This design comes from an exercise in tuning for small area and a short achievable clock period on the open sky130 flow, not from production work.
No run shown here included a check of the RTL's function; only the layout flow was run.
No activity file was given, so power comes from the tool's default toggle rates.

==> flow/design.v <==
`timescale 1ns/1ps
module fc_layer (
    input  logic        clk,
    input  logic        rstn,
    input  logic        r_valid,
    input  logic [31:0] in_data,
    output logic        t_valid,
    output logic [31:0] out_data
);
    logic [3:0] cnt;
    logic       w_first, w_second, w_weight, w_bias;
    assign w_first  = r_valid && (cnt == 4'd2 || cnt == 4'd4 || cnt == 4'd6 || cnt == 4'd8);
    assign w_second = r_valid && (cnt == 4'd3 || cnt == 4'd5 || cnt == 4'd7 || cnt == 4'd9);
    assign w_weight = w_first || w_second;
    assign w_bias   = r_valid && (cnt == 4'd10);
    logic       start0;   
    logic       fin0;     
    logic       sb0;      
    logic [1:0] nid0;     
    always_ff @(posedge clk or negedge rstn) begin
        if (!rstn) begin
            cnt <= '0;
            sb0 <= 1'b0;
        end else begin
            if (r_valid) cnt <= (cnt == 4'd10) ? 4'd0 : cnt + 4'd1;
            sb0 <= w_bias;
        end
    end
    always_ff @(posedge clk) begin
        start0 <= w_first;
        fin0   <= w_second && (cnt != 4'd9);
        nid0   <= cnt[2:1] - 2'd1;
    end
    logic [31:0] feat_a, feat_b, feat_p;
    always_ff @(posedge clk) begin
        if (r_valid && cnt == 4'd0) feat_a <= in_data;
        if (r_valid && cnt == 4'd1) feat_b <= in_data;
        feat_p <= (cnt == 4'd10) ? 32'h0100_0000 : cnt[0] ? feat_b : feat_a;
    end
    logic [3:0] neg0, one0, two0, neg1, one1, two1, neg2, one2, two2, neg3, one3, two3;
    for (genvar k = 0; k < 4; k++) begin : g_enc
        logic [8:0] wx;
        logic [3:0] ng, on, tw;
        logic [3:0] ng_q, on_q, tw_q;
        assign wx = {in_data[8*k +: 8], 1'b0};
        for (genvar m = 0; m < 4; m++) begin : g_dig
            assign ng[m] = wx[2*m+2];
            assign on[m] = wx[2*m+1] ^ wx[2*m];
            assign tw[m] = (wx[2*m+2] & ~wx[2*m+1] & ~wx[2*m]) | (~wx[2*m+2] & wx[2*m+1] & wx[2*m]);
        end
        always_ff @(posedge clk) begin
            ng_q <= ng & {4{r_valid}};
            on_q <= on & {4{r_valid}};
            tw_q <= tw & {4{r_valid}};
        end
    end
    assign {neg0, one0, two0} = {g_enc[0].ng_q, g_enc[0].on_q, g_enc[0].tw_q};
    assign {neg1, one1, two1} = {g_enc[1].ng_q, g_enc[1].on_q, g_enc[1].tw_q};
    assign {neg2, one2, two2} = {g_enc[2].ng_q, g_enc[2].on_q, g_enc[2].tw_q};
    assign {neg3, one3, two3} = {g_enc[3].ng_q, g_enc[3].on_q, g_enc[3].tw_q};
    logic [7:0] bias_b [3];
    assign bias_b[0] = {neg0[3], one0[3] ^ neg0[2], neg0[2], one0[2] ^ neg0[1], neg0[1], one0[1] ^ neg0[0], neg0[0], one0[0]};
    assign bias_b[1] = {neg1[3], one1[3] ^ neg1[2], neg1[2], one1[2] ^ neg1[1], neg1[1], one1[1] ^ neg1[0], neg1[0], one1[0]};
    assign bias_b[2] = {neg2[3], one2[3] ^ neg2[2], neg2[2], one2[2] ^ neg2[1], neg2[1], one2[1] ^ neg2[0], neg2[0], one2[0]};
    logic [7:0] xf0, xf1, xf2, xf3;
    assign {xf3, xf2, xf1, xf0} = feat_p;
    logic [18:0] acc_s, acc_c, acc_sk, acc_ck;
    logic        keep1;
    assign acc_sk = acc_s & {19{keep1}};
    assign acc_ck = acc_c & {19{keep1}};
    wire r0 = ((one0[0] & xf0[0])) ^ neg0[0];
    wire r1 = ((one0[0] & xf0[1]) | (two0[0] & xf0[0])) ^ neg0[0];
    wire r2 = ((one0[0] & xf0[2]) | (two0[0] & xf0[1])) ^ neg0[0];
    wire r3 = ((one0[0] & xf0[3]) | (two0[0] & xf0[2])) ^ neg0[0];
    wire r4 = ((one0[0] & xf0[4]) | (two0[0] & xf0[3])) ^ neg0[0];
    wire r5 = ((one0[0] & xf0[5]) | (two0[0] & xf0[4])) ^ neg0[0];
    wire r6 = ((one0[0] & xf0[6]) | (two0[0] & xf0[5])) ^ neg0[0];
    wire r7 = ((one0[0] & xf0[7]) | (two0[0] & xf0[6])) ^ neg0[0];
    wire r8 = ((one0[0] & xf0[7]) | (two0[0] & xf0[7])) ^ neg0[0];
    wire r9 = ~(((one0[0] & xf0[7]) | (two0[0] & xf0[7])) ^ neg0[0]);
    wire r10 = ((one0[1] & xf0[0])) ^ neg0[1];
    wire r11 = ((one0[1] & xf0[1]) | (two0[1] & xf0[0])) ^ neg0[1];
    wire r12 = ((one0[1] & xf0[2]) | (two0[1] & xf0[1])) ^ neg0[1];
    wire r13 = ((one0[1] & xf0[3]) | (two0[1] & xf0[2])) ^ neg0[1];
    wire r14 = ((one0[1] & xf0[4]) | (two0[1] & xf0[3])) ^ neg0[1];
    wire r15 = ((one0[1] & xf0[5]) | (two0[1] & xf0[4])) ^ neg0[1];
    wire r16 = ((one0[1] & xf0[6]) | (two0[1] & xf0[5])) ^ neg0[1];
    wire r17 = ((one0[1] & xf0[7]) | (two0[1] & xf0[6])) ^ neg0[1];
    wire r18 = ((one0[1] & xf0[7]) | (two0[1] & xf0[7])) ^ neg0[1];
    wire r19 = ~(((one0[1] & xf0[7]) | (two0[1] & xf0[7])) ^ neg0[1]);
    wire r20 = ((one0[2] & xf0[0])) ^ neg0[2];
    wire r21 = ((one0[2] & xf0[1]) | (two0[2] & xf0[0])) ^ neg0[2];
    wire r22 = ((one0[2] & xf0[2]) | (two0[2] & xf0[1])) ^ neg0[2];
    wire r23 = ((one0[2] & xf0[3]) | (two0[2] & xf0[2])) ^ neg0[2];
    wire r24 = ((one0[2] & xf0[4]) | (two0[2] & xf0[3])) ^ neg0[2];
    wire r25 = ((one0[2] & xf0[5]) | (two0[2] & xf0[4])) ^ neg0[2];
    wire r26 = ((one0[2] & xf0[6]) | (two0[2] & xf0[5])) ^ neg0[2];
    wire r27 = ((one0[2] & xf0[7]) | (two0[2] & xf0[6])) ^ neg0[2];
    wire r28 = ((one0[2] & xf0[7]) | (two0[2] & xf0[7])) ^ neg0[2];
    wire r29 = ~(((one0[2] & xf0[7]) | (two0[2] & xf0[7])) ^ neg0[2]);
    wire r30 = ((one0[3] & xf0[0])) ^ neg0[3];
    wire r31 = ((one0[3] & xf0[1]) | (two0[3] & xf0[0])) ^ neg0[3];
    wire r32 = ((one0[3] & xf0[2]) | (two0[3] & xf0[1])) ^ neg0[3];
    wire r33 = ((one0[3] & xf0[3]) | (two0[3] & xf0[2])) ^ neg0[3];
    wire r34 = ((one0[3] & xf0[4]) | (two0[3] & xf0[3])) ^ neg0[3];
    wire r35 = ((one0[3] & xf0[5]) | (two0[3] & xf0[4])) ^ neg0[3];
    wire r36 = ((one0[3] & xf0[6]) | (two0[3] & xf0[5])) ^ neg0[3];
    wire r37 = ((one0[3] & xf0[7]) | (two0[3] & xf0[6])) ^ neg0[3];
    wire r38 = ((one0[3] & xf0[7]) | (two0[3] & xf0[7])) ^ neg0[3];
    wire r39 = ~(((one0[3] & xf0[7]) | (two0[3] & xf0[7])) ^ neg0[3]);
    wire r40 = ((one1[0] & xf1[0])) ^ neg1[0];
    wire r41 = ((one1[0] & xf1[1]) | (two1[0] & xf1[0])) ^ neg1[0];
    wire r42 = ((one1[0] & xf1[2]) | (two1[0] & xf1[1])) ^ neg1[0];
    wire r43 = ((one1[0] & xf1[3]) | (two1[0] & xf1[2])) ^ neg1[0];
    wire r44 = ((one1[0] & xf1[4]) | (two1[0] & xf1[3])) ^ neg1[0];
    wire r45 = ((one1[0] & xf1[5]) | (two1[0] & xf1[4])) ^ neg1[0];
    wire r46 = ((one1[0] & xf1[6]) | (two1[0] & xf1[5])) ^ neg1[0];
    wire r47 = ((one1[0] & xf1[7]) | (two1[0] & xf1[6])) ^ neg1[0];
    wire r48 = ((one1[0] & xf1[7]) | (two1[0] & xf1[7])) ^ neg1[0];
    wire r49 = ~(((one1[0] & xf1[7]) | (two1[0] & xf1[7])) ^ neg1[0]);
    wire r50 = ((one1[1] & xf1[0])) ^ neg1[1];
    wire r51 = ((one1[1] & xf1[1]) | (two1[1] & xf1[0])) ^ neg1[1];
    wire r52 = ((one1[1] & xf1[2]) | (two1[1] & xf1[1])) ^ neg1[1];
    wire r53 = ((one1[1] & xf1[3]) | (two1[1] & xf1[2])) ^ neg1[1];
    wire r54 = ((one1[1] & xf1[4]) | (two1[1] & xf1[3])) ^ neg1[1];
    wire r55 = ((one1[1] & xf1[5]) | (two1[1] & xf1[4])) ^ neg1[1];
    wire r56 = ((one1[1] & xf1[6]) | (two1[1] & xf1[5])) ^ neg1[1];
    wire r57 = ((one1[1] & xf1[7]) | (two1[1] & xf1[6])) ^ neg1[1];
    wire r58 = ((one1[1] & xf1[7]) | (two1[1] & xf1[7])) ^ neg1[1];
    wire r59 = ~(((one1[1] & xf1[7]) | (two1[1] & xf1[7])) ^ neg1[1]);
    wire r60 = ((one1[2] & xf1[0])) ^ neg1[2];
    wire r61 = ((one1[2] & xf1[1]) | (two1[2] & xf1[0])) ^ neg1[2];
    wire r62 = ((one1[2] & xf1[2]) | (two1[2] & xf1[1])) ^ neg1[2];
    wire r63 = ((one1[2] & xf1[3]) | (two1[2] & xf1[2])) ^ neg1[2];
    wire r64 = ((one1[2] & xf1[4]) | (two1[2] & xf1[3])) ^ neg1[2];
    wire r65 = ((one1[2] & xf1[5]) | (two1[2] & xf1[4])) ^ neg1[2];
    wire r66 = ((one1[2] & xf1[6]) | (two1[2] & xf1[5])) ^ neg1[2];
    wire r67 = ((one1[2] & xf1[7]) | (two1[2] & xf1[6])) ^ neg1[2];
    wire r68 = ((one1[2] & xf1[7]) | (two1[2] & xf1[7])) ^ neg1[2];
    wire r69 = ~(((one1[2] & xf1[7]) | (two1[2] & xf1[7])) ^ neg1[2]);
    wire r70 = ((one1[3] & xf1[0])) ^ neg1[3];
    wire r71 = ((one1[3] & xf1[1]) | (two1[3] & xf1[0])) ^ neg1[3];
    wire r72 = ((one1[3] & xf1[2]) | (two1[3] & xf1[1])) ^ neg1[3];
    wire r73 = ((one1[3] & xf1[3]) | (two1[3] & xf1[2])) ^ neg1[3];
    wire r74 = ((one1[3] & xf1[4]) | (two1[3] & xf1[3])) ^ neg1[3];
    wire r75 = ((one1[3] & xf1[5]) | (two1[3] & xf1[4])) ^ neg1[3];
    wire r76 = ((one1[3] & xf1[6]) | (two1[3] & xf1[5])) ^ neg1[3];
    wire r77 = ((one1[3] & xf1[7]) | (two1[3] & xf1[6])) ^ neg1[3];
    wire r78 = ((one1[3] & xf1[7]) | (two1[3] & xf1[7])) ^ neg1[3];
    wire r79 = ~(((one1[3] & xf1[7]) | (two1[3] & xf1[7])) ^ neg1[3]);
    wire r80 = ((one2[0] & xf2[0])) ^ neg2[0];
    wire r81 = ((one2[0] & xf2[1]) | (two2[0] & xf2[0])) ^ neg2[0];
    wire r82 = ((one2[0] & xf2[2]) | (two2[0] & xf2[1])) ^ neg2[0];
    wire r83 = ((one2[0] & xf2[3]) | (two2[0] & xf2[2])) ^ neg2[0];
    wire r84 = ((one2[0] & xf2[4]) | (two2[0] & xf2[3])) ^ neg2[0];
    wire r85 = ((one2[0] & xf2[5]) | (two2[0] & xf2[4])) ^ neg2[0];
    wire r86 = ((one2[0] & xf2[6]) | (two2[0] & xf2[5])) ^ neg2[0];
    wire r87 = ((one2[0] & xf2[7]) | (two2[0] & xf2[6])) ^ neg2[0];
    wire r88 = ((one2[0] & xf2[7]) | (two2[0] & xf2[7])) ^ neg2[0];
    wire r89 = ~(((one2[0] & xf2[7]) | (two2[0] & xf2[7])) ^ neg2[0]);
    wire r90 = ((one2[1] & xf2[0])) ^ neg2[1];
    wire r91 = ((one2[1] & xf2[1]) | (two2[1] & xf2[0])) ^ neg2[1];
    wire r92 = ((one2[1] & xf2[2]) | (two2[1] & xf2[1])) ^ neg2[1];
    wire r93 = ((one2[1] & xf2[3]) | (two2[1] & xf2[2])) ^ neg2[1];
    wire r94 = ((one2[1] & xf2[4]) | (two2[1] & xf2[3])) ^ neg2[1];
    wire r95 = ((one2[1] & xf2[5]) | (two2[1] & xf2[4])) ^ neg2[1];
    wire r96 = ((one2[1] & xf2[6]) | (two2[1] & xf2[5])) ^ neg2[1];
    wire r97 = ((one2[1] & xf2[7]) | (two2[1] & xf2[6])) ^ neg2[1];
    wire r98 = ((one2[1] & xf2[7]) | (two2[1] & xf2[7])) ^ neg2[1];
    wire r99 = ~(((one2[1] & xf2[7]) | (two2[1] & xf2[7])) ^ neg2[1]);
    wire r100 = ((one2[2] & xf2[0])) ^ neg2[2];
    wire r101 = ((one2[2] & xf2[1]) | (two2[2] & xf2[0])) ^ neg2[2];
    wire r102 = ((one2[2] & xf2[2]) | (two2[2] & xf2[1])) ^ neg2[2];
    wire r103 = ((one2[2] & xf2[3]) | (two2[2] & xf2[2])) ^ neg2[2];
    wire r104 = ((one2[2] & xf2[4]) | (two2[2] & xf2[3])) ^ neg2[2];
    wire r105 = ((one2[2] & xf2[5]) | (two2[2] & xf2[4])) ^ neg2[2];
    wire r106 = ((one2[2] & xf2[6]) | (two2[2] & xf2[5])) ^ neg2[2];
    wire r107 = ((one2[2] & xf2[7]) | (two2[2] & xf2[6])) ^ neg2[2];
    wire r108 = ((one2[2] & xf2[7]) | (two2[2] & xf2[7])) ^ neg2[2];
    wire r109 = ~(((one2[2] & xf2[7]) | (two2[2] & xf2[7])) ^ neg2[2]);
    wire r110 = ((one2[3] & xf2[0])) ^ neg2[3];
    wire r111 = ((one2[3] & xf2[1]) | (two2[3] & xf2[0])) ^ neg2[3];
    wire r112 = ((one2[3] & xf2[2]) | (two2[3] & xf2[1])) ^ neg2[3];
    wire r113 = ((one2[3] & xf2[3]) | (two2[3] & xf2[2])) ^ neg2[3];
    wire r114 = ((one2[3] & xf2[4]) | (two2[3] & xf2[3])) ^ neg2[3];
    wire r115 = ((one2[3] & xf2[5]) | (two2[3] & xf2[4])) ^ neg2[3];
    wire r116 = ((one2[3] & xf2[6]) | (two2[3] & xf2[5])) ^ neg2[3];
    wire r117 = ((one2[3] & xf2[7]) | (two2[3] & xf2[6])) ^ neg2[3];
    wire r118 = ((one2[3] & xf2[7]) | (two2[3] & xf2[7])) ^ neg2[3];
    wire r119 = ~(((one2[3] & xf2[7]) | (two2[3] & xf2[7])) ^ neg2[3]);
    wire r120 = ((one3[0] & xf3[0])) ^ neg3[0];
    wire r121 = ((one3[0] & xf3[1]) | (two3[0] & xf3[0])) ^ neg3[0];
    wire r122 = ((one3[0] & xf3[2]) | (two3[0] & xf3[1])) ^ neg3[0];
    wire r123 = ((one3[0] & xf3[3]) | (two3[0] & xf3[2])) ^ neg3[0];
    wire r124 = ((one3[0] & xf3[4]) | (two3[0] & xf3[3])) ^ neg3[0];
    wire r125 = ((one3[0] & xf3[5]) | (two3[0] & xf3[4])) ^ neg3[0];
    wire r126 = ((one3[0] & xf3[6]) | (two3[0] & xf3[5])) ^ neg3[0];
    wire r127 = ((one3[0] & xf3[7]) | (two3[0] & xf3[6])) ^ neg3[0];
    wire r128 = ((one3[0] & xf3[7]) | (two3[0] & xf3[7])) ^ neg3[0];
    wire r129 = ~(((one3[0] & xf3[7]) | (two3[0] & xf3[7])) ^ neg3[0]);
    wire r130 = ((one3[1] & xf3[0])) ^ neg3[1];
    wire r131 = ((one3[1] & xf3[1]) | (two3[1] & xf3[0])) ^ neg3[1];
    wire r132 = ((one3[1] & xf3[2]) | (two3[1] & xf3[1])) ^ neg3[1];
    wire r133 = ((one3[1] & xf3[3]) | (two3[1] & xf3[2])) ^ neg3[1];
    wire r134 = ((one3[1] & xf3[4]) | (two3[1] & xf3[3])) ^ neg3[1];
    wire r135 = ((one3[1] & xf3[5]) | (two3[1] & xf3[4])) ^ neg3[1];
    wire r136 = ((one3[1] & xf3[6]) | (two3[1] & xf3[5])) ^ neg3[1];
    wire r137 = ((one3[1] & xf3[7]) | (two3[1] & xf3[6])) ^ neg3[1];
    wire r138 = ((one3[1] & xf3[7]) | (two3[1] & xf3[7])) ^ neg3[1];
    wire r139 = ~(((one3[1] & xf3[7]) | (two3[1] & xf3[7])) ^ neg3[1]);
    wire r140 = ((one3[2] & xf3[0])) ^ neg3[2];
    wire r141 = ((one3[2] & xf3[1]) | (two3[2] & xf3[0])) ^ neg3[2];
    wire r142 = ((one3[2] & xf3[2]) | (two3[2] & xf3[1])) ^ neg3[2];
    wire r143 = ((one3[2] & xf3[3]) | (two3[2] & xf3[2])) ^ neg3[2];
    wire r144 = ((one3[2] & xf3[4]) | (two3[2] & xf3[3])) ^ neg3[2];
    wire r145 = ((one3[2] & xf3[5]) | (two3[2] & xf3[4])) ^ neg3[2];
    wire r146 = ((one3[2] & xf3[6]) | (two3[2] & xf3[5])) ^ neg3[2];
    wire r147 = ((one3[2] & xf3[7]) | (two3[2] & xf3[6])) ^ neg3[2];
    wire r148 = ((one3[2] & xf3[7]) | (two3[2] & xf3[7])) ^ neg3[2];
    wire r149 = ~(((one3[2] & xf3[7]) | (two3[2] & xf3[7])) ^ neg3[2]);
    wire r150 = ((one3[3] & xf3[0])) ^ neg3[3];
    wire r151 = ((one3[3] & xf3[1]) | (two3[3] & xf3[0])) ^ neg3[3];
    wire r152 = ((one3[3] & xf3[2]) | (two3[3] & xf3[1])) ^ neg3[3];
    wire r153 = ((one3[3] & xf3[3]) | (two3[3] & xf3[2])) ^ neg3[3];
    wire r154 = ((one3[3] & xf3[4]) | (two3[3] & xf3[3])) ^ neg3[3];
    wire r155 = ((one3[3] & xf3[5]) | (two3[3] & xf3[4])) ^ neg3[3];
    wire r156 = ((one3[3] & xf3[6]) | (two3[3] & xf3[5])) ^ neg3[3];
    wire r157 = ((one3[3] & xf3[7]) | (two3[3] & xf3[6])) ^ neg3[3];
    wire r158 = ((one3[3] & xf3[7]) | (two3[3] & xf3[7])) ^ neg3[3];
    wire r159 = ~(((one3[3] & xf3[7]) | (two3[3] & xf3[7])) ^ neg3[3]);
    wire x160 = neg0[0] ^ neg1[0];
    wire s161 = x160 ^ neg2[0];
    wire c162 = (neg0[0] & neg1[0]) | (neg2[0] & x160);
    wire x163 = neg0[1] ^ neg1[1];
    wire s164 = x163 ^ neg2[1];
    wire c165 = (neg0[1] & neg1[1]) | (neg2[1] & x163);
    wire x166 = neg3[1] ^ r2;
    wire s167 = x166 ^ r10;
    wire c168 = (neg3[1] & r2) | (r10 & x166);
    wire x169 = r42 ^ r50;
    wire s170 = x169 ^ r82;
    wire c171 = (r42 & r50) | (r82 & x169);
    wire x172 = c165 ^ r3;
    wire s173 = x172 ^ r11;
    wire c174 = (c165 & r3) | (r11 & x172);
    wire x175 = r43 ^ r51;
    wire s176 = x175 ^ r83;
    wire c177 = (r43 & r51) | (r83 & x175);
    wire s178 = r91 ^ r123;
    wire c179 = r91 & r123;
    wire x180 = neg0[2] ^ neg1[2];
    wire s181 = x180 ^ neg2[2];
    wire c182 = (neg0[2] & neg1[2]) | (neg2[2] & x180);
    wire x183 = neg3[2] ^ r4;
    wire s184 = x183 ^ r12;
    wire c185 = (neg3[2] & r4) | (r12 & x183);
    wire x186 = r20 ^ r44;
    wire s187 = x186 ^ r52;
    wire c188 = (r20 & r44) | (r52 & x186);
    wire x189 = r60 ^ r84;
    wire s190 = x189 ^ r92;
    wire c191 = (r60 & r84) | (r92 & x189);
    wire x192 = r100 ^ r124;
    wire s193 = x192 ^ r132;
    wire c194 = (r100 & r124) | (r132 & x192);
    wire x195 = r140 ^ s181;
    wire s196 = x195 ^ c179;
    wire c197 = (r140 & s181) | (c179 & x195);
    wire s198 = c174 ^ c177;
    wire c199 = c174 & c177;
    wire x200 = c182 ^ r5;
    wire s201 = x200 ^ r13;
    wire c202 = (c182 & r5) | (r13 & x200);
    wire x203 = r21 ^ r45;
    wire s204 = x203 ^ r53;
    wire c205 = (r21 & r45) | (r53 & x203);
    wire x206 = r61 ^ r85;
    wire s207 = x206 ^ r93;
    wire c208 = (r61 & r85) | (r93 & x206);
    wire x209 = r101 ^ r125;
    wire s210 = x209 ^ r133;
    wire c211 = (r101 & r125) | (r133 & x209);
    wire x212 = r141 ^ c185;
    wire s213 = x212 ^ c188;
    wire c214 = (r141 & c185) | (c188 & x212);
    wire x215 = c191 ^ c194;
    wire s216 = x215 ^ s201;
    wire c217 = (c191 & c194) | (s201 & x215);
    wire s218 = s204 ^ s207;
    wire c219 = s204 & s207;
    wire x220 = neg0[3] ^ neg1[3];
    wire s221 = x220 ^ neg2[3];
    wire c222 = (neg0[3] & neg1[3]) | (neg2[3] & x220);
    wire x223 = neg3[3] ^ r6;
    wire s224 = x223 ^ r14;
    wire c225 = (neg3[3] & r6) | (r14 & x223);
    wire x226 = r22 ^ r30;
    wire s227 = x226 ^ r46;
    wire c228 = (r22 & r30) | (r46 & x226);
    wire x229 = r54 ^ r62;
    wire s230 = x229 ^ r70;
    wire c231 = (r54 & r62) | (r70 & x229);
    wire x232 = r86 ^ r94;
    wire s233 = x232 ^ r102;
    wire c234 = (r86 & r94) | (r102 & x232);
    wire x235 = r110 ^ r126;
    wire s236 = x235 ^ r134;
    wire c237 = (r110 & r126) | (r134 & x235);
    wire x238 = r142 ^ r150;
    wire s239 = x238 ^ s221;
    wire c240 = (r142 & r150) | (s221 & x238);
    wire x241 = c202 ^ c205;
    wire s242 = x241 ^ c208;
    wire c243 = (c202 & c205) | (c208 & x241);
    wire x244 = c211 ^ s224;
    wire s245 = x244 ^ s227;
    wire c246 = (c211 & s224) | (s227 & x244);
    wire x247 = s230 ^ s233;
    wire s248 = x247 ^ s236;
    wire c249 = (s230 & s233) | (s236 & x247);
    wire s250 = s239 ^ c219;
    wire c251 = s239 & c219;
    wire x252 = c222 ^ r7;
    wire s253 = x252 ^ r15;
    wire c254 = (c222 & r7) | (r15 & x252);
    wire x255 = r23 ^ r31;
    wire s256 = x255 ^ r47;
    wire c257 = (r23 & r31) | (r47 & x255);
    wire x258 = r55 ^ r63;
    wire s259 = x258 ^ r71;
    wire c260 = (r55 & r63) | (r71 & x258);
    wire x261 = r87 ^ r95;
    wire s262 = x261 ^ r103;
    wire c263 = (r87 & r95) | (r103 & x261);
    wire x264 = r111 ^ r127;
    wire s265 = x264 ^ r135;
    wire c266 = (r111 & r127) | (r135 & x264);
    wire x267 = r143 ^ r151;
    wire s268 = x267 ^ c225;
    wire c269 = (r143 & r151) | (c225 & x267);
    wire x270 = c228 ^ c231;
    wire s271 = x270 ^ c234;
    wire c272 = (c228 & c231) | (c234 & x270);
    wire x273 = c237 ^ c240;
    wire s274 = x273 ^ s253;
    wire c275 = (c237 & c240) | (s253 & x273);
    wire x276 = s256 ^ s259;
    wire s277 = x276 ^ s262;
    wire c278 = (s256 & s259) | (s262 & x276);
    wire x279 = s265 ^ c243;
    wire s280 = x279 ^ c246;
    wire c281 = (s265 & c243) | (c246 & x279);
    wire s282 = c249 ^ s268;
    wire c283 = c249 & s268;
    wire x284 = r8 ^ r16;
    wire s285 = x284 ^ r24;
    wire c286 = (r8 & r16) | (r24 & x284);
    wire x287 = r32 ^ r48;
    wire s288 = x287 ^ r56;
    wire c289 = (r32 & r48) | (r56 & x287);
    wire x290 = r64 ^ r72;
    wire s291 = x290 ^ r88;
    wire c292 = (r64 & r72) | (r88 & x290);
    wire x293 = r96 ^ r104;
    wire s294 = x293 ^ r112;
    wire c295 = (r96 & r104) | (r112 & x293);
    wire x296 = r128 ^ r136;
    wire s297 = x296 ^ r144;
    wire c298 = (r128 & r136) | (r144 & x296);
    wire x299 = r152 ^ c254;
    wire s300 = x299 ^ c257;
    wire c301 = (r152 & c254) | (c257 & x299);
    wire x302 = c260 ^ c263;
    wire s303 = x302 ^ c266;
    wire c304 = (c260 & c263) | (c266 & x302);
    wire x305 = s285 ^ s288;
    wire s306 = x305 ^ s291;
    wire c307 = (s285 & s288) | (s291 & x305);
    wire x308 = s294 ^ s297;
    wire s309 = x308 ^ c269;
    wire c310 = (s294 & s297) | (c269 & x308);
    wire x311 = c272 ^ c275;
    wire s312 = x311 ^ c278;
    wire c313 = (c272 & c275) | (c278 & x311);
    wire s314 = s300 ^ s303;
    wire c315 = s300 & s303;
    wire x316 = r9 ^ r17;
    wire s317 = x316 ^ r25;
    wire c318 = (r9 & r17) | (r25 & x316);
    wire x319 = r33 ^ r49;
    wire s320 = x319 ^ r57;
    wire c321 = (r33 & r49) | (r57 & x319);
    wire x322 = r65 ^ r73;
    wire s323 = x322 ^ r89;
    wire c324 = (r65 & r73) | (r89 & x322);
    wire x325 = r97 ^ r105;
    wire s326 = x325 ^ r113;
    wire c327 = (r97 & r105) | (r113 & x325);
    wire x328 = r129 ^ r137;
    wire s329 = x328 ^ r145;
    wire c330 = (r129 & r137) | (r145 & x328);
    wire x331 = r153 ^ c286;
    wire s332 = x331 ^ c289;
    wire c333 = (r153 & c286) | (c289 & x331);
    wire x334 = c292 ^ c295;
    wire s335 = x334 ^ c298;
    wire c336 = (c292 & c295) | (c298 & x334);
    wire x337 = s317 ^ s320;
    wire s338 = x337 ^ s323;
    wire c339 = (s317 & s320) | (s323 & x337);
    wire x340 = s326 ^ s329;
    wire s341 = x340 ^ c301;
    wire c342 = (s326 & s329) | (c301 & x340);
    wire x343 = c304 ^ c307;
    wire s344 = x343 ^ s332;
    wire c345 = (c304 & c307) | (s332 & x343);
    wire s346 = s335 ^ s338;
    wire c347 = s335 & s338;
    wire x348 = r18 ^ r26;
    wire s349 = x348 ^ r34;
    wire c350 = (r18 & r26) | (r34 & x348);
    wire x351 = r58 ^ r66;
    wire s352 = x351 ^ r74;
    wire c353 = (r58 & r66) | (r74 & x351);
    wire x354 = r98 ^ r106;
    wire s355 = x354 ^ r114;
    wire c356 = (r98 & r106) | (r114 & x354);
    wire x357 = r138 ^ r146;
    wire s358 = x357 ^ r154;
    wire c359 = (r138 & r146) | (r154 & x357);
    wire x360 = c318 ^ c321;
    wire s361 = x360 ^ c324;
    wire c362 = (c318 & c321) | (c324 & x360);
    wire x363 = c327 ^ c330;
    wire s364 = x363 ^ s349;
    wire c365 = (c327 & c330) | (s349 & x363);
    wire x366 = s352 ^ s355;
    wire s367 = x366 ^ s358;
    wire c368 = (s352 & s355) | (s358 & x366);
    wire x369 = c333 ^ c336;
    wire s370 = x369 ^ c339;
    wire c371 = (c333 & c336) | (c339 & x369);
    wire s372 = s361 ^ s364;
    wire c373 = s361 & s364;
    wire x374 = 1'b1 ^ r19;
    wire s375 = x374 ^ r27;
    wire c376 = (1'b1 & r19) | (r27 & x374);
    wire x377 = r35 ^ r59;
    wire s378 = x377 ^ r67;
    wire c379 = (r35 & r59) | (r67 & x377);
    wire x380 = r75 ^ r99;
    wire s381 = x380 ^ r107;
    wire c382 = (r75 & r99) | (r107 & x380);
    wire x383 = r115 ^ r139;
    wire s384 = x383 ^ r147;
    wire c385 = (r115 & r139) | (r147 & x383);
    wire x386 = r155 ^ c350;
    wire s387 = x386 ^ c353;
    wire c388 = (r155 & c350) | (c353 & x386);
    wire x389 = c356 ^ c359;
    wire s390 = x389 ^ s375;
    wire c391 = (c356 & c359) | (s375 & x389);
    wire x392 = s378 ^ s381;
    wire s393 = x392 ^ s384;
    wire c394 = (s378 & s381) | (s384 & x392);
    wire x395 = c362 ^ c365;
    wire s396 = x395 ^ c368;
    wire c397 = (c362 & c365) | (c368 & x395);
    wire x398 = 1'b1 ^ r28;
    wire s399 = x398 ^ r36;
    wire c400 = (1'b1 & r28) | (r36 & x398);
    wire x401 = r68 ^ r76;
    wire s402 = x401 ^ r108;
    wire c403 = (r68 & r76) | (r108 & x401);
    wire x404 = r116 ^ r148;
    wire s405 = x404 ^ r156;
    wire c406 = (r116 & r148) | (r156 & x404);
    wire x407 = c376 ^ c379;
    wire s408 = x407 ^ c382;
    wire c409 = (c376 & c379) | (c382 & x407);
    wire x410 = c385 ^ s399;
    wire s411 = x410 ^ s402;
    wire c412 = (c385 & s399) | (s402 & x410);
    wire s413 = s405 ^ c388;
    wire c414 = s405 & c388;
    wire x415 = r29 ^ r37;
    wire s416 = x415 ^ r69;
    wire c417 = (r29 & r37) | (r69 & x415);
    wire x418 = r77 ^ r109;
    wire s419 = x418 ^ r117;
    wire c420 = (r77 & r109) | (r117 & x418);
    wire x421 = r149 ^ r157;
    wire s422 = x421 ^ c400;
    wire c423 = (r149 & r157) | (c400 & x421);
    wire x424 = c403 ^ c406;
    wire s425 = x424 ^ s416;
    wire c426 = (c403 & c406) | (s416 & x424);
    wire x427 = 1'b1 ^ r38;
    wire s428 = x427 ^ r78;
    wire c429 = (1'b1 & r38) | (r78 & x427);
    wire s430 = r118 ^ r158;
    wire c431 = r118 & r158;
    wire x432 = neg3[0] ^ r0;
    wire s433 = x432 ^ r40;
    wire c434 = (neg3[0] & r0) | (r40 & x432);
    wire x435 = r80 ^ r120;
    wire s436 = x435 ^ s161;
    wire c437 = (r80 & r120) | (s161 & x435);
    wire x438 = c162 ^ r1;
    wire s439 = x438 ^ r41;
    wire c440 = (c162 & r1) | (r41 & x438);
    wire x441 = r81 ^ r121;
    wire s442 = x441 ^ c434;
    wire c443 = (r81 & r121) | (c434 & x441);
    wire s444 = c437 ^ s439;
    wire c445 = c437 & s439;
    wire x446 = r90 ^ r122;
    wire s447 = x446 ^ r130;
    wire c448 = (r90 & r122) | (r130 & x446);
    wire x449 = s164 ^ c440;
    wire s450 = x449 ^ s167;
    wire c451 = (s164 & c440) | (s167 & x449);
    wire x452 = s170 ^ s447;
    wire s453 = x452 ^ c445;
    wire c454 = (s170 & s447) | (c445 & x452);
    wire x455 = r131 ^ s178;
    wire s456 = x455 ^ c168;
    wire c457 = (r131 & s178) | (c168 & x455);
    wire x458 = c171 ^ c448;
    wire s459 = x458 ^ s173;
    wire c460 = (c171 & c448) | (s173 & x458);
    wire x461 = s176 ^ c451;
    wire s462 = x461 ^ s456;
    wire c463 = (s176 & c451) | (s456 & x461);
    wire x464 = s184 ^ s187;
    wire s465 = x464 ^ s190;
    wire c466 = (s184 & s187) | (s190 & x464);
    wire x467 = s193 ^ s198;
    wire s468 = x467 ^ s196;
    wire c469 = (s193 & s198) | (s196 & x467);
    wire x470 = s210 ^ c197;
    wire s471 = x470 ^ c199;
    wire c472 = (s210 & c197) | (c199 & x470);
    wire x473 = s218 ^ s213;
    wire s474 = x473 ^ c466;
    wire c475 = (s218 & s213) | (c466 & x473);
    wire x476 = c214 ^ c217;
    wire s477 = x476 ^ s242;
    wire c478 = (c214 & c217) | (s242 & x476);
    wire x479 = c391 ^ c394;
    wire s480 = x479 ^ s408;
    wire c481 = (c391 & c394) | (s408 & x479);
    wire x482 = s419 ^ c409;
    wire s483 = x482 ^ c412;
    wire c484 = (s419 & c409) | (c412 & x482);
    wire x485 = s430 ^ c417;
    wire s486 = x485 ^ c420;
    wire c487 = (s430 & c417) | (c420 & x485);
    wire x488 = s428 ^ c423;
    wire s489 = x488 ^ c426;
    wire c490 = (s428 & c423) | (c426 & x488);
    wire x491 = r39 ^ r79;
    wire s492 = x491 ^ r119;
    wire c493 = (r39 & r79) | (r119 & x491);
    wire x494 = r159 ^ c431;
    wire s495 = x494 ^ c429;
    wire c496 = (r159 & c431) | (c429 & x494);
    wire x497 = s492 ^ c487;
    wire s498 = x497 ^ s495;
    wire c499 = (s492 & c487) | (s495 & x497);
    wire x500 = 1'b1 ^ c493;
    wire s501 = x500 ^ c496;
    wire c502 = (1'b1 & c493) | (c496 & x500);
    logic pa0_0, pa0_1, pa1_0, pa1_1, pa2_0, pa2_1, pa2_2, pa3_0, pa3_1, pa3_2, pa4_0, pa4_1, pa4_2, pa4_3, pa4_4, pa5_0, pa5_1, pa5_2, pa5_3, pa6_0, pa6_1, pa6_2, pa6_3, pa6_4, pa6_5, pa7_0, pa7_1, pa7_2, pa7_3, pa7_4, pa7_5, pa7_6, pa8_0, pa8_1, pa8_2, pa8_3, pa8_4, pa8_5, pa9_0, pa9_1, pa9_2, pa9_3, pa9_4, pa9_5, pa10_0, pa10_1, pa10_2, pa10_3, pa10_4, pa10_5, pa11_0, pa11_1, pa11_2, pa11_3, pa11_4, pa11_5, pa12_0, pa12_1, pa12_2, pa12_3, pa13_0, pa13_1, pa13_2, pa13_3, pa13_4, pa14_0, pa14_1, pa14_2, pa15_0, pa15_1, pa16_0, pa16_1, pa17_0;
    always_ff @(posedge clk) begin
        pa0_0 <= s433;
        pa0_1 <= s436;
        pa1_0 <= s442;
        pa1_1 <= s444;
        pa2_0 <= c443;
        pa2_1 <= s450;
        pa2_2 <= s453;
        pa3_0 <= s459;
        pa3_1 <= c454;
        pa3_2 <= s462;
        pa4_0 <= c457;
        pa4_1 <= c460;
        pa4_2 <= s465;
        pa4_3 <= s468;
        pa4_4 <= c463;
        pa5_0 <= s216;
        pa5_1 <= c469;
        pa5_2 <= s471;
        pa5_3 <= s474;
        pa6_0 <= s245;
        pa6_1 <= s248;
        pa6_2 <= s250;
        pa6_3 <= c472;
        pa6_4 <= c475;
        pa6_5 <= s477;
        pa7_0 <= s271;
        pa7_1 <= c251;
        pa7_2 <= s274;
        pa7_3 <= s277;
        pa7_4 <= s282;
        pa7_5 <= c478;
        pa7_6 <= s280;
        pa8_0 <= s306;
        pa8_1 <= c283;
        pa8_2 <= s314;
        pa8_3 <= c281;
        pa8_4 <= s309;
        pa8_5 <= s312;
        pa9_0 <= c315;
        pa9_1 <= c310;
        pa9_2 <= s346;
        pa9_3 <= c313;
        pa9_4 <= s341;
        pa9_5 <= s344;
        pa10_0 <= s367;
        pa10_1 <= c347;
        pa10_2 <= c342;
        pa10_3 <= s372;
        pa10_4 <= c345;
        pa10_5 <= s370;
        pa11_0 <= s387;
        pa11_1 <= s390;
        pa11_2 <= s393;
        pa11_3 <= c373;
        pa11_4 <= c371;
        pa11_5 <= s396;
        pa12_0 <= s411;
        pa12_1 <= s413;
        pa12_2 <= c397;
        pa12_3 <= s480;
        pa13_0 <= s422;
        pa13_1 <= s425;
        pa13_2 <= c414;
        pa13_3 <= c481;
        pa13_4 <= s483;
        pa14_0 <= s486;
        pa14_1 <= c484;
        pa14_2 <= s489;
        pa15_0 <= c490;
        pa15_1 <= s498;
        pa16_0 <= c499;
        pa16_1 <= s501;
        pa17_0 <= c502;
    end
    wire x503 = pa0_0 ^ pa0_1;
    wire s504 = x503 ^ acc_sk[0];
    wire c505 = (pa0_0 & pa0_1) | (acc_sk[0] & x503);
    wire x506 = pa1_0 ^ pa1_1;
    wire s507 = x506 ^ acc_sk[1];
    wire c508 = (pa1_0 & pa1_1) | (acc_sk[1] & x506);
    wire s509 = acc_ck[1] ^ c505;
    wire c510 = acc_ck[1] & c505;
    wire x511 = pa2_0 ^ pa2_1;
    wire s512 = x511 ^ pa2_2;
    wire c513 = (pa2_0 & pa2_1) | (pa2_2 & x511);
    wire x514 = acc_sk[2] ^ acc_ck[2];
    wire s515 = x514 ^ s512;
    wire c516 = (acc_sk[2] & acc_ck[2]) | (s512 & x514);
    wire s517 = c508 ^ c510;
    wire c518 = c508 & c510;
    wire x519 = pa3_0 ^ pa3_1;
    wire s520 = x519 ^ pa3_2;
    wire c521 = (pa3_0 & pa3_1) | (pa3_2 & x519);
    wire x522 = acc_sk[3] ^ acc_ck[3];
    wire s523 = x522 ^ c513;
    wire c524 = (acc_sk[3] & acc_ck[3]) | (c513 & x522);
    wire x525 = s520 ^ c516;
    wire s526 = x525 ^ s523;
    wire c527 = (s520 & c516) | (s523 & x525);
    wire x528 = pa4_0 ^ pa4_1;
    wire s529 = x528 ^ pa4_2;
    wire c530 = (pa4_0 & pa4_1) | (pa4_2 & x528);
    wire x531 = pa4_3 ^ pa4_4;
    wire s532 = x531 ^ acc_sk[4];
    wire c533 = (pa4_3 & pa4_4) | (acc_sk[4] & x531);
    wire x534 = acc_ck[4] ^ c521;
    wire s535 = x534 ^ s529;
    wire c536 = (acc_ck[4] & c521) | (s529 & x534);
    wire x537 = s532 ^ c524;
    wire s538 = x537 ^ s535;
    wire c539 = (s532 & c524) | (s535 & x537);
    wire x540 = pa5_0 ^ pa5_1;
    wire s541 = x540 ^ pa5_2;
    wire c542 = (pa5_0 & pa5_1) | (pa5_2 & x540);
    wire x543 = pa5_3 ^ acc_sk[5];
    wire s544 = x543 ^ acc_ck[5];
    wire c545 = (pa5_3 & acc_sk[5]) | (acc_ck[5] & x543);
    wire x546 = c530 ^ s541;
    wire s547 = x546 ^ c533;
    wire c548 = (c530 & s541) | (c533 & x546);
    wire x549 = s544 ^ c536;
    wire s550 = x549 ^ s547;
    wire c551 = (s544 & c536) | (s547 & x549);
    wire x552 = pa6_0 ^ pa6_1;
    wire s553 = x552 ^ pa6_2;
    wire c554 = (pa6_0 & pa6_1) | (pa6_2 & x552);
    wire x555 = pa6_3 ^ pa6_4;
    wire s556 = x555 ^ pa6_5;
    wire c557 = (pa6_3 & pa6_4) | (pa6_5 & x555);
    wire x558 = acc_sk[6] ^ acc_ck[6];
    wire s559 = x558 ^ c542;
    wire c560 = (acc_sk[6] & acc_ck[6]) | (c542 & x558);
    wire x561 = s553 ^ s556;
    wire s562 = x561 ^ c545;
    wire c563 = (s553 & s556) | (c545 & x561);
    wire x564 = s559 ^ c548;
    wire s565 = x564 ^ s562;
    wire c566 = (s559 & c548) | (s562 & x564);
    wire x567 = pa7_0 ^ pa7_1;
    wire s568 = x567 ^ pa7_2;
    wire c569 = (pa7_0 & pa7_1) | (pa7_2 & x567);
    wire x570 = pa7_3 ^ pa7_4;
    wire s571 = x570 ^ pa7_5;
    wire c572 = (pa7_3 & pa7_4) | (pa7_5 & x570);
    wire x573 = pa7_6 ^ acc_sk[7];
    wire s574 = x573 ^ acc_ck[7];
    wire c575 = (pa7_6 & acc_sk[7]) | (acc_ck[7] & x573);
    wire x576 = c554 ^ c557;
    wire s577 = x576 ^ s568;
    wire c578 = (c554 & c557) | (s568 & x576);
    wire x579 = s571 ^ s574;
    wire s580 = x579 ^ c560;
    wire c581 = (s571 & s574) | (c560 & x579);
    wire x582 = s577 ^ c563;
    wire s583 = x582 ^ s580;
    wire c584 = (s577 & c563) | (s580 & x582);
    wire x585 = pa8_0 ^ pa8_1;
    wire s586 = x585 ^ pa8_2;
    wire c587 = (pa8_0 & pa8_1) | (pa8_2 & x585);
    wire x588 = pa8_3 ^ pa8_4;
    wire s589 = x588 ^ pa8_5;
    wire c590 = (pa8_3 & pa8_4) | (pa8_5 & x588);
    wire x591 = acc_sk[8] ^ acc_ck[8];
    wire s592 = x591 ^ c569;
    wire c593 = (acc_sk[8] & acc_ck[8]) | (c569 & x591);
    wire x594 = c572 ^ s586;
    wire s595 = x594 ^ s589;
    wire c596 = (c572 & s586) | (s589 & x594);
    wire x597 = c575 ^ c578;
    wire s598 = x597 ^ s592;
    wire c599 = (c575 & c578) | (s592 & x597);
    wire x600 = s595 ^ c581;
    wire s601 = x600 ^ s598;
    wire c602 = (s595 & c581) | (s598 & x600);
    wire x603 = pa9_0 ^ pa9_1;
    wire s604 = x603 ^ pa9_2;
    wire c605 = (pa9_0 & pa9_1) | (pa9_2 & x603);
    wire x606 = pa9_3 ^ pa9_4;
    wire s607 = x606 ^ pa9_5;
    wire c608 = (pa9_3 & pa9_4) | (pa9_5 & x606);
    wire x609 = acc_sk[9] ^ acc_ck[9];
    wire s610 = x609 ^ c587;
    wire c611 = (acc_sk[9] & acc_ck[9]) | (c587 & x609);
    wire x612 = c590 ^ s604;
    wire s613 = x612 ^ s607;
    wire c614 = (c590 & s604) | (s607 & x612);
    wire x615 = c593 ^ c596;
    wire s616 = x615 ^ s610;
    wire c617 = (c593 & c596) | (s610 & x615);
    wire x618 = s613 ^ c599;
    wire s619 = x618 ^ s616;
    wire c620 = (s613 & c599) | (s616 & x618);
    wire x621 = pa10_0 ^ pa10_1;
    wire s622 = x621 ^ pa10_2;
    wire c623 = (pa10_0 & pa10_1) | (pa10_2 & x621);
    wire x624 = pa10_3 ^ pa10_4;
    wire s625 = x624 ^ pa10_5;
    wire c626 = (pa10_3 & pa10_4) | (pa10_5 & x624);
    wire x627 = acc_sk[10] ^ acc_ck[10];
    wire s628 = x627 ^ c605;
    wire c629 = (acc_sk[10] & acc_ck[10]) | (c605 & x627);
    wire x630 = c608 ^ s622;
    wire s631 = x630 ^ s625;
    wire c632 = (c608 & s622) | (s625 & x630);
    wire x633 = c611 ^ c614;
    wire s634 = x633 ^ s628;
    wire c635 = (c611 & c614) | (s628 & x633);
    wire x636 = s631 ^ c617;
    wire s637 = x636 ^ s634;
    wire c638 = (s631 & c617) | (s634 & x636);
    wire x639 = pa11_0 ^ pa11_1;
    wire s640 = x639 ^ pa11_2;
    wire c641 = (pa11_0 & pa11_1) | (pa11_2 & x639);
    wire x642 = pa11_3 ^ pa11_4;
    wire s643 = x642 ^ pa11_5;
    wire c644 = (pa11_3 & pa11_4) | (pa11_5 & x642);
    wire x645 = acc_sk[11] ^ acc_ck[11];
    wire s646 = x645 ^ c623;
    wire c647 = (acc_sk[11] & acc_ck[11]) | (c623 & x645);
    wire x648 = c626 ^ s640;
    wire s649 = x648 ^ s643;
    wire c650 = (c626 & s640) | (s643 & x648);
    wire x651 = c629 ^ c632;
    wire s652 = x651 ^ s646;
    wire c653 = (c629 & c632) | (s646 & x651);
    wire x654 = s649 ^ c635;
    wire s655 = x654 ^ s652;
    wire c656 = (s649 & c635) | (s652 & x654);
    wire x657 = pa12_0 ^ pa12_1;
    wire s658 = x657 ^ pa12_2;
    wire c659 = (pa12_0 & pa12_1) | (pa12_2 & x657);
    wire x660 = pa12_3 ^ acc_sk[12];
    wire s661 = x660 ^ acc_ck[12];
    wire c662 = (pa12_3 & acc_sk[12]) | (acc_ck[12] & x660);
    wire x663 = c641 ^ c644;
    wire s664 = x663 ^ s658;
    wire c665 = (c641 & c644) | (s658 & x663);
    wire x666 = s661 ^ c647;
    wire s667 = x666 ^ c650;
    wire c668 = (s661 & c647) | (c650 & x666);
    wire x669 = s664 ^ c653;
    wire s670 = x669 ^ s667;
    wire c671 = (s664 & c653) | (s667 & x669);
    wire x672 = pa13_0 ^ pa13_1;
    wire s673 = x672 ^ pa13_2;
    wire c674 = (pa13_0 & pa13_1) | (pa13_2 & x672);
    wire x675 = pa13_3 ^ pa13_4;
    wire s676 = x675 ^ acc_sk[13];
    wire c677 = (pa13_3 & pa13_4) | (acc_sk[13] & x675);
    wire x678 = acc_ck[13] ^ c659;
    wire s679 = x678 ^ s673;
    wire c680 = (acc_ck[13] & c659) | (s673 & x678);
    wire x681 = c662 ^ s676;
    wire s682 = x681 ^ c665;
    wire c683 = (c662 & s676) | (c665 & x681);
    wire x684 = s679 ^ c668;
    wire s685 = x684 ^ s682;
    wire c686 = (s679 & c668) | (s682 & x684);
    wire x687 = pa14_0 ^ pa14_1;
    wire s688 = x687 ^ pa14_2;
    wire c689 = (pa14_0 & pa14_1) | (pa14_2 & x687);
    wire x690 = acc_sk[14] ^ acc_ck[14];
    wire s691 = x690 ^ c674;
    wire c692 = (acc_sk[14] & acc_ck[14]) | (c674 & x690);
    wire x693 = s688 ^ c677;
    wire s694 = x693 ^ c680;
    wire c695 = (s688 & c677) | (c680 & x693);
    wire x696 = s691 ^ c683;
    wire s697 = x696 ^ s694;
    wire c698 = (s691 & c683) | (s694 & x696);
    wire x699 = pa15_0 ^ pa15_1;
    wire s700 = x699 ^ acc_sk[15];
    wire c701 = (pa15_0 & pa15_1) | (acc_sk[15] & x699);
    wire x702 = acc_ck[15] ^ c689;
    wire s703 = x702 ^ s700;
    wire c704 = (acc_ck[15] & c689) | (s700 & x702);
    wire x705 = c692 ^ s703;
    wire s706 = x705 ^ c695;
    wire c707 = (c692 & s703) | (c695 & x705);
    wire x708 = pa16_0 ^ pa16_1;
    wire s709 = x708 ^ acc_sk[16];
    wire c710 = (pa16_0 & pa16_1) | (acc_sk[16] & x708);
    wire x711 = acc_ck[16] ^ c701;
    wire s712 = x711 ^ s709;
    wire c713 = (acc_ck[16] & c701) | (s709 & x711);
    wire s714 = c704 ^ s712;
    wire c715 = c704 & s712;
    wire x716 = pa17_0 ^ acc_sk[17];
    wire s717 = x716 ^ acc_ck[17];
    wire c718 = (pa17_0 & acc_sk[17]) | (acc_ck[17] & x716);
    wire x719 = c710 ^ s717;
    wire s720 = x719 ^ c713;
    wire c721 = (c710 & s717) | (c713 & x719);
    wire x722 = 1'b1 ^ acc_sk[18];
    wire s723 = x722 ^ acc_ck[18];
    wire s724 = c718 ^ s723;
    always_ff @(posedge clk) begin
        acc_s <= {c721, c715, c707, c698, c686, c671, c656, c638, c620, c602, c584, c566, c551, c539, c527, c518, s515, s507, acc_ck[0]};
        acc_c <= {s724, s720, s714, s706, s697, s685, s670, s655, s637, s619, s601, s583, s565, s550, s538, s526, s517, s509, s504};
    end
    logic       fin1, sb1, fin2, sb2;
    logic [1:0] nid1, nid2;
    always_ff @(posedge clk or negedge rstn) begin
        if (!rstn) begin
            sb1     <= 1'b0;
            sb2     <= 1'b0;
        end else begin
            sb1     <= sb0;
            sb2     <= sb1;
        end
    end
    always_ff @(posedge clk) begin
        t_valid <= sb2;
        keep1 <= !start0;
        fin1  <= fin0;
        nid1  <= nid0;
        fin2  <= fin1;
        nid2  <= nid1;
    end
    logic [18:0] tot;
    assign tot = acc_s + acc_c;
    logic signed [10:0] tot_hi;
    assign tot_hi = tot[18:8];
    logic signed [10:0] held_h [3];
    logic [7:0]         held_l [3];
    always_ff @(posedge clk) begin
        for (int j = 0; j < 3; j++) begin
            if (fin2 && nid2 == 2'(j)) begin
                held_h[j] <= tot_hi;
                held_l[j] <= tot[7:0];
            end
        end
    end
    function automatic logic [7:0] sat(input logic signed [11:0] z);
        if (z > 12'sd127) sat = 8'h7f;
        else if (z < -12'sd128) sat = 8'h80;
        else sat = z[7:0];
    endfunction
    logic [7:0] res [3];
    logic [2:0] bias_co, bias_neg;
    for (genvar j = 0; j < 3; j++) begin : g_fin
        logic [8:0] lo_sum;
        logic [7:0] u;
        logic       at_top, at_bot;
        assign u      = sat({held_h[j][10], held_h[j]});
        assign at_top = (held_h[j] > 11'sd126) || (held_h[j] < -11'sd128);
        assign at_bot = (held_h[j] > 11'sd127) || (held_h[j] < -11'sd127);
        assign lo_sum = {1'b0, held_l[j]} + {1'b0, bias_b[j]};
        always_ff @(posedge clk) begin
            if (sb0) begin
                bias_co[j]  <= lo_sum[8];
                bias_neg[j] <= bias_b[j][7];
            end
        end
        assign res[j] = (bias_co[j] && !bias_neg[j] && !at_top) ? u + 8'd1 :
                        (!bias_co[j] && bias_neg[j] && !at_bot) ? u - 8'd1 : u;
    end
    always_ff @(posedge clk) begin
        for (int j = 0; j < 3; j++)
            out_data[31-8*j -: 8] <= res[j];
        out_data[7:0] <= (tot_hi > 11'sd127) ? 8'h7f : (tot_hi < -11'sd128) ? 8'h80 : tot_hi[7:0];
    end
endmodule
==> flow/flow/run.sh <==
#!/bin/bash
# Standard layout, with strong buffers on the ports, sizing free to change a
# cell's footprint, and timing repair aiming 5.4 ns past the 8 ns clock. The
# make output goes to flow_make.log here; each ORFS step keeps its own log
# under orfs/logs.
set -euo pipefail
bash standard.sh \
    BUFFER_PORTS_ARGS="-buffer_cell sky130_fd_sc_hd__buf_4" \
    MATCH_CELL_FOOTPRINT=0 \
    SETUP_SLACK_MARGIN=5.4 \
    finish > flow_make.log 2>&1
==> flow/standard.sh <==
#!/bin/bash
# synth_recipe.tcl (not shown) runs the flow's synth.tcl, then flattens the netlist and writes it again
# the make line also repeats each setting of config.mk as NAME=value (left out here)
make -C /OpenROAD-flow-scripts/flow DESIGN_CONFIG=/design/flow/config.mk WORK_HOME=/design/flow/orfs CLKGATE_MAP_FILE= SYNTH_SCRIPT=/design/flow/synth_recipe.tcl "${@:-finish}"
==> flow/config.mk <==
export PLATFORM = sky130hd
export DESIGN_NAME = fc_layer
export DESIGN_NICKNAME = fc_layer
export VERILOG_FILES = /design/flow/design.v
export SDC_FILE = /design/flow/constraint.sdc
export NUM_CORES = 4
export LEC_CHECK = 0
export CAP_MARGIN = 20
export CORE_MARGIN = 2
export CORE_UTILIZATION = 62
export CTS_CLUSTER_DIAMETER = 100
export CTS_CLUSTER_SIZE = 20
export SLEW_MARGIN = 20
==> flow/constraint.sdc <==
create_clock -name core_clock -period 8.0 [get_ports {clk}]
set_input_delay 1.6000 -clock core_clock [delete_from_list [all_inputs] [get_ports {clk}]]
set_output_delay 1.6000 -clock core_clock [all_outputs]
set_load 0.01 [all_outputs]
==> results.cfg, run 1 <==
[sta]
fin_setup_tns_ns = 0
max_freq_mhz = 380
rsz0062_at_grt = true
finalHoldViolCount = 0
fin_crit_ns = 2.63
period_share_pct = 32.9
slew_headroom_pct = 32.1
setup_viol = 0
slew_viol_final = 0
finClkSkew_ns = 0.0204
worst_slew_pin_slew_ns = 1.02

[global_routing]
track_usage_pct = 26.2
grt_pass1_vias = 12400
antenna_found_initial = 0
grt_pass1_wl_um = 67000
globalRoute.totalOverflow = 0
grt_max_degree = 43

[detailed_routing]
routed_wl_um = 43100
ant_nets = 0
vias = 12200
drt_iter0_drc = 782
firstDrtPassIters = 8
via_per_inst = 5.58
avgRoutedWirePerCell_um = 19.6
route.detailed.drc = 0

[synth]
synthTopCellsByCount = dfxtp_1, inv_1, fa_1, edfxtp_1, xnor2_1
synth_edf_count = 127
yosysMostFrequentCell = dfxtp_1
synth_top_area_share_pct = 23.8
synth.net_count = 2035
ys_seq_elements = 369
synth.distinct_cells = 66
ys_warn_count = 5
ys_seq_area_share_pct = 44.1
ys.flop_type = dfxtp_1
synth_area_leader_cell = dfxtp_1
synthCells = 1760
synthTopCellsByArea = dfxtp_1, edfxtp_1, fa_1, xnor2_1, a22oi_1
synthArstFlopShare_pct = 1.90
synth_area_mm2 = 0.0197
synth_area_per_cell_um2 = 11.2

[finish]
drive_above_1_share_pct = 14.2
nNetsFinal = 2055
final_cells = 2196
diodes = 0
fillers = 2333
area.growth.synth_to_final_pct = 10.3

[die]
start_util_pct = 62.7
core_area_mm2 = 0.0315
die_w_um = 182
die_area_mm2 = 0.0333
die_h_um = 182
num_rows = 65
num_io_pins = 68

[clocking]
cts_hold_buffers = 0
insertion_delay_ns = 0.54
cts_sinks = 369
clk_pin_slew_ns = 0.08
cts_max_path_buffers = 3
numCtsBuffers = 22
cts_tree = built
cts_root_buffer = clkbuf_16
cts_max_level = 1

[placement]
numPortBuffers = 67
place_inst = 2135
dpl.hpwl_um = 33000
globalplace.congestion = 0.971

[power]
power_density_mw_per_mm2 = 448
finalPower_mw = 9.75
ir_drop_v = 0.000291
p_leak_nw = 8.95

[setup_path]
cp.required_ns = 8.40
r2r_slack_ns = 5.37
rr_startpoint = acc_c[5]$_DFF_P_
endpoint_kind = flip-flop
crit_end = out_data[3]$_SDFF_PN1_
cp_max_fo = 7
cpPeakStageDelay_ns = 0.35
worstReg2RegEnd = out_data[3]$_SDFF_PN1_
r2r_cells = 9
worst_setup_path_start_kind = flip-flop
crit_path_start = acc_c[5]$_DFF_P_
slowest_stage = dfxtp_2
cp_common_cell = or3_4
critical_path.cell_chain = ha_4 > a21o_1 > or3_4 > o221ai_4 > nor2_2 > or3_4 > o211a_4 > o31ai_4 > a21oi_1
worstSetupPathType = flip-flop to flip-flop
crit_arrival_ns = 3.03

[job]
maxCapViolCount = 0

[worst_hold_path]
hold_class = flip-flop to flip-flop

[run_status]
outcome = timing/DRC/antenna clean
==> how the worst min path moves through the flow <==
stage	startpoint	to	slack, ns	depth (start not counted)
floorplan	fin0$_DFF_P_	fin1$_DFF_P_	0.31	0
global placement	fin0$_DFF_P_	fin1$_DFF_P_	0.31	0
detailed placement	nid0[0]$_DFF_P_	nid1[0]$_DFF_P_	0.31	0
CTS	nid1[0]$_DFF_P_	nid2[0]$_DFF_P_	0.33	0
global route	nid1[0]$_DFF_P_	nid2[0]$_DFF_P_	0.34	0
finish	nid1[0]$_DFF_P_	nid2[0]$_DFF_P_	0.33	0
==> critical path, delay by kind of cell (launching register included) <==
family                   cells  cell delay [ns]
AO/OA/AOI/OAI                5             1.17
adder cells (fa/ha/maj)      1             0.24
flip-flops                   1             0.35
AND/OR/NAND/NOR              3             0.76
==> power by group <==
part / internal, mW / switching, mW
registers: 2.84 / 0.505
logic: 2.29 / 2.99
clock network: 0.541 / 0.592
total: 5.66 / 4.09
==> placed cells by master (no fill, tap or decap), types with 11 or more instances in the layout <==
| cell type | instances |
|---|---|
| a21oi_1 | 62 |
| a22oi_1 | 113 |
| and2_1 | 37 |
| buf_4 | 61 |
| buf_6 | 32 |
| clkbuf_1 | 14 |
| clkbuf_16 | 23 |
| dfxtp_1 | 164 |
| dfxtp_2 | 60 |
| dfxtp_4 | 11 |
| edfxtp_1 | 127 |
| fa_1 | 173 |
| ha_1 | 60 |
| inv_1 | 200 |
| mux2i_1 | 34 |
| nand2_1 | 83 |
| nand3_1 | 15 |
| nand4_1 | 11 |
| nor2_1 | 105 |
| nor2b_1 | 12 |
| nor3_1 | 16 |
| o21ai_0 | 41 |
| xnor2_1 | 124 |
| xor2_1 | 67 |
==> registers in the layout, indices dropped and copies added, names as in the netlist, 4 cells and up <==
register / count
feat_b: 32
acc_s: 19
out_data: 32
cnt: 4
acc_c: 19
feat_p: 32
g_enc.ng_q: 16
g_enc.tw_q: 16
feat_a: 32
held_h: 33
g_enc.on_q: 16
held_l: 24
==> per-stage QoR <==
| step | setup WS, ns | instance area (um2) | hold slack (ns) | util [%] |
|---|---|---|---|---|
| after floorplan | 5.06 | 19800 | 0.310 | - |
| after global placement | 4.59 | 20400 | 0.312 | 65.0 |
| after detailed placement | 4.58 | 20400 | 0.312 | 65.0 |
| after CTS | 5.34 | 21400 | 0.331 | 68.0 |
| after global routing | 5.26 | 21800 | 0.337 | 69.1 |
| final | 5.37 | 21800 | 0.330 | 69.1 |
==> cells by family (layout without fill, tap and decap cells) <==
| group | Yosys count | after routing | synth area share (%) |
|---|---|---|---|
| buf+inv | 306 | 339 | 5.83 |
| mux | 34 | 34 | 1.72 |
| compound gates | 277 | 277 | 9.39 |
| flops | 369 | 369 | 44.1 |
| xor+xnor | 196 | 196 | 8.70 |
| simple gates | 338 | 339 | 8.45 |
| fa+ha+maj | 240 | 240 | 21.8 |
==> routing by layer <==
layer / routed length, um / up-vias / global-route usage [%] / share of wire (%)
li1: - / 5834 / - / -
met1: 17900 / 5953 / 34.5 / 42
met2: 21100 / 367 / 44.6 / 49
met3: 2140 / 95 / 2.89 / 5.0
met4: 1950 / 0 / 10.7 / 4.5
met5: 0 / - / 0 / 0
==> area by class of cell <==
cell class / count / area [um2] / share of cell area [%]
multi-input cells: 1086 / 10200 / 46.8
inverters: 206 / 781 / 3.59
clock buffers: 37 / 628 / 2.89
repair buffers: 94 / 838 / 3.85
repair inverters: 1 / 5.00 / 0.0230
clock inverters: 1 / 16.3 / 0.0747
well taps: 402 / 503 / 2.31
flip-flops and latches: 369 / 8810 / 40.5
==> repair_timing <==
action,4_1_cts,5_1_grt
pin swaps,23,21
cloned,1,1
endpoints found under the hold margin,0,0
setup endpoints to repair,84,102
resized for setup,62,100
setup buffers,13,8
==> run 2, diff against run 1 <==
--- a/flow/design.v
+++ b/flow/design.v
@@ -873,19 +873,21 @@
         acc_s <= {c721, c715, c707, c698, c686, c671, c656, c638, c620, c602, c584, c566, c551, c539, c527, c518, s515, s507, acc_ck[0]};
         acc_c <= {s724, s720, s714, s706, s697, s685, s670, s655, s637, s619, s601, s583, s565, s550, s538, s526, s517, s509, s504};
     end
-    logic       fin1, sb1, fin2, sb2;
+    logic       fin1, sb1, fin2, sb2, sb3;
     logic [1:0] nid1, nid2;
     always_ff @(posedge clk or negedge rstn) begin
         if (!rstn) begin
             sb1     <= 1'b0;
             sb2     <= 1'b0;
+            sb3     <= 1'b0;
         end else begin
             sb1     <= sb0;
             sb2     <= sb1;
+            sb3     <= sb2;
         end
     end
     always_ff @(posedge clk) begin
-        t_valid <= sb2;
+        t_valid <= sb3;
         keep1 <= !start0;
         fin1  <= fin0;
         nid1  <= nid0;
@@ -930,9 +932,11 @@
         assign res[j] = (bias_co[j] && !bias_neg[j] && !at_top) ? u + 8'd1 :
                         (!bias_co[j] && bias_neg[j] && !at_bot) ? u - 8'd1 : u;
     end
+    logic signed [10:0] tot_hq;
+    always_ff @(posedge clk) tot_hq <= tot_hi;
     always_ff @(posedge clk) begin
         for (int j = 0; j < 3; j++)
             out_data[31-8*j -: 8] <= res[j];
-        out_data[7:0] <= (tot_hi > 11'sd127) ? 8'h7f : (tot_hi < -11'sd128) ? 8'h80 : tot_hi[7:0];
+        out_data[7:0] <= (tot_hq > 11'sd127) ? 8'h7f : (tot_hq < -11'sd128) ? 8'h80 : tot_hq[7:0];
     end
 endmodule
--- a/flow/config.mk
+++ b/flow/config.mk
@@ -7,7 +7,7 @@
 export LEC_CHECK = 0
 export CAP_MARGIN = 20
 export CORE_MARGIN = 2
-export CORE_UTILIZATION = 62
+export CORE_UTILIZATION = 65
 export CTS_CLUSTER_DIAMETER = 100
 export CTS_CLUSTER_SIZE = 20
 export SLEW_MARGIN = 20
==> run 2 against run 1 <==
Against the previous run:
- worst hold slack about the same
- final cell count grew 4.3%
- clock skew increased by 0.0016 ns
- non-clock buffer count is 7 higher
- highest routed layer unchanged
- synthesized cell count up 5.7%
- fmax rose by 0.93%
- sequential power grew 4%
- critical endpoint is now held_h[1][10]$_DFFE_PP_
- clock power hardly changed
==> results.cfg, run 2 <==
[run_status]
outcome = timing/DRC/antenna clean

[worst_hold_path]
hold_class = flip-flop to flip-flop
whs_endpoint = fin1$_DFF_P_
hold_depth = 0
worstHoldStart = fin0$_DFF_P_

[finish]
diodes = 0
final_cell_mix = inv_1, dfxtp_1, fa_1
top_register = held_h
area.growth.synth_to_final_pct = 9.21
drive_above_1_share_pct = 13.3
utilization_pct = 72.4
largest_register_ffs = 33
final_common_cell = inv_1
final_cells = 2290
fin_area_mm2 = 0.0223
nNetsFinal = 2155

[sta]
finalHoldViolCount = 0
slew_viol_final = 0
fin_setup_tns_ns = 0
slew_headroom_pct = 30.8
period_share_pct = 32.6
finClkSkew_ns = 0.0220
fin_crit_ns = 2.61
rsz0062_at_grt = true
setup_viol = 0
max_freq_mhz = 383
worst_slew_pin_slew_ns = 1.04

[clocking]
cts_root_buffer = clkbuf_16
cts_max_level = 1
cts_tree = built
cts_max_path_buffers = 3
numCtsBuffers = 23
cts_sinks = 381
insertion_delay_ns = 0.54
clk_pin_slew_ns = 0.09

[setup_path]
crit_arrival_ns = 3.00
endpoint_kind = flip-flop
r2r_slack_ns = 5.39
rr_startpoint = acc_s[1]$_DFF_P_
cp.required_ns = 8.40
cp_max_fo = 4
worstSetupPathType = flip-flop to flip-flop
r2r_cells = 10
worstReg2RegEnd = held_h[1][10]$_DFFE_PP_
worst_setup_path_start_kind = flip-flop

[synth]
yosysMostFrequentCell = dfxtp_1
synthCells = 1860
synth_area_per_cell_um2 = 11.0
synthTopCellsByArea = dfxtp_1, edfxtp_1, fa_1, xnor2_1, a22oi_1
synthArstFlopShare_pct = 2.10
synthTopCellsByCount = dfxtp_1, inv_1, fa_1, nor2_1, xnor2_1
ys.flop_type = dfxtp_1
ys_seq_area_share_pct = 43.8
synth_area_mm2 = 0.0204
synth_top_area_share_pct = 24.2
synth_area_leader_cell = dfxtp_1
synth.distinct_cells = 75
ys_warn_count = 5
ys_seq_elements = 381
synth_edf_count = 127
synth.net_count = 2135

[die]
die_h_um = 181
die_area_mm2 = 0.0328
start_util_pct = 66.3
die_w_um = 181
num_io_pins = 68
core_area_mm2 = 0.0307
num_rows = 64

[detailed_routing]
ant_nets = 0
vias = 13200
drt_iter0_drc = 975
firstDrtPassIters = 5
routed_wl_um = 47200
via_per_inst = 5.79
route.detailed.drc = 0
avgRoutedWirePerCell_um = 20.6

[placement]
dpl.hpwl_um = 36300
postPlaceCellArea_mm2 = 0.0211
numPortBuffers = 67
place_inst = 2221
globalplace.congestion = 1.02

[power]
p_leak_nw = 9.21
ir_drop_v = 0.000310
power_density_mw_per_mm2 = 429
finalPower_mw = 9.55

[global_routing]
grt_max_degree = 43
grt_pass1_wl_um = 73500
antenna_found_initial = 0
grt_pass1_vias = 13400
track_usage_pct = 29.0
globalRoute.totalOverflow = 0

[job]
maxCapViolCount = 0
run 2: critical path, stage by stage (launching register included):
cell and delay (ns):
dfxtp_1 0.38, inv_1 0.09, fa_2 0.40, nor2b_2 0.13
o31a_1 0.29, o211a_1 0.24, o211ai_1 0.13, buf_4 0.18
a2111o_1 0.36, o211ai_1 0.08, buf_4 0.18
run 2: how the worst max path moves through the flow:
stage | endpoint | from | slack (ns) | cells past startpoint
6_report | held_h[1][10]$_DFFE_PP_ | acc_s[1]$_DFF_P_ | 5.39 | 10
5_1_grt | held_h[1][10]$_DFFE_PP_ | acc_c[0]$_DFF_P_ | 5.33 | 11
2_1_floorplan | feat_a[0]$_DFFE_PP_ | r_valid | 5.06 | 2
4_1_cts | held_h[1][10]$_DFFE_PP_ | acc_c[0]$_DFF_P_ | 5.39 | 11
3_5_place_dp | feat_a[28]$_DFFE_PP_ | r_valid | 4.35 | 4
3_3_place_gp | feat_a[29]$_DFFE_PP_ | r_valid | 4.42 | 4
run 2: cell families (layout without fill, tap and decap cells):
kind of cell	count (synthesis)	in the layout	synth area share, %
buf+inv	325	358	6.04
compound gates	308	308	10.1
xor+xnor	195	195	8.38
simple gates	380	381	8.96
fa+ha+maj	240	240	21.1
mux	31	31	1.52
flops	381	381	43.8
run 2: metrics by stage:
step | setup slack (ns) | hold WS (ns)
6_report | 5.39 | 0.330
5_1_grt | 5.33 | 0.333
4_1_cts | 5.39 | 0.331
3_5_place_dp | 4.35 | 0.313
3_3_place_gp | 4.42 | 0.311
2_1_floorplan | 5.06 | 0.310
run 2: metal layers:
layer | vias to the layer above | track usage, % | part of all wire [%]
li1 | 6187 | - | -
met1 | 6523 | 37.1 | 40
met2 | 450 | 51.1 | 51
met3 | 88 | 2.94 | 4.6
met4 | 0 | 11.8 | 4.5
met5 | - | 0 | 0
run 2: timing repair:
| action | 4_1_cts | 5_1_grt |
|---|---|---|
| setup buffers | 13 | 15 |
| endpoints found under the setup margin | 139 | 105 |
| hold endpoints to repair | 0 | 0 |
| cloned | 2 | 0 |
| pin swaps | 12 | 8 |
| hold buffers | 0 | 0 |
| resized for setup | 53 | 74 |
run 2: final cells by class:
cell class	instances	area, um2
timing repair inverter	1	5.00
clock inverter	3	26.3
timing repair buffer	101	848
fill	2204	8480
tap	396	495
multi-input combinational	1155	10400
sequential	381	9040
clock buffer	36	624
inverter	217	826
run 2: power by group:
part	switching, mW	internal (mW)	total [mW]
Combinational	2.86	2.07	4.93
Sequential	0.548	2.91	3.46
Clock	0.622	0.542	1.16

## separate check: timing with driven ports
How much do the figures lean on ideal ports? The routed layouts below were timed once more, with nothing changed but the port constraints.
Step 1, drivers: a clkbuf_16 drives clk and a buf_2 each remaining input, both assumed.
Step 2 times the ports against the registers' clock, not the clock port: input delays grow and output delays shrink by t, the midpoint of the rising clock arrivals with the driver on.
Slacks: ideal / step 1 / step 2; pairs: ideal / step 1.
run | t (ns) | slack for setup (ns)
run 1 | 0.586 | 5.368 / 5.367 / 5.036
run 2 | 0.589 | 5.392 / 5.363 / 4.924
After both steps every run listed still meets setup and hold.
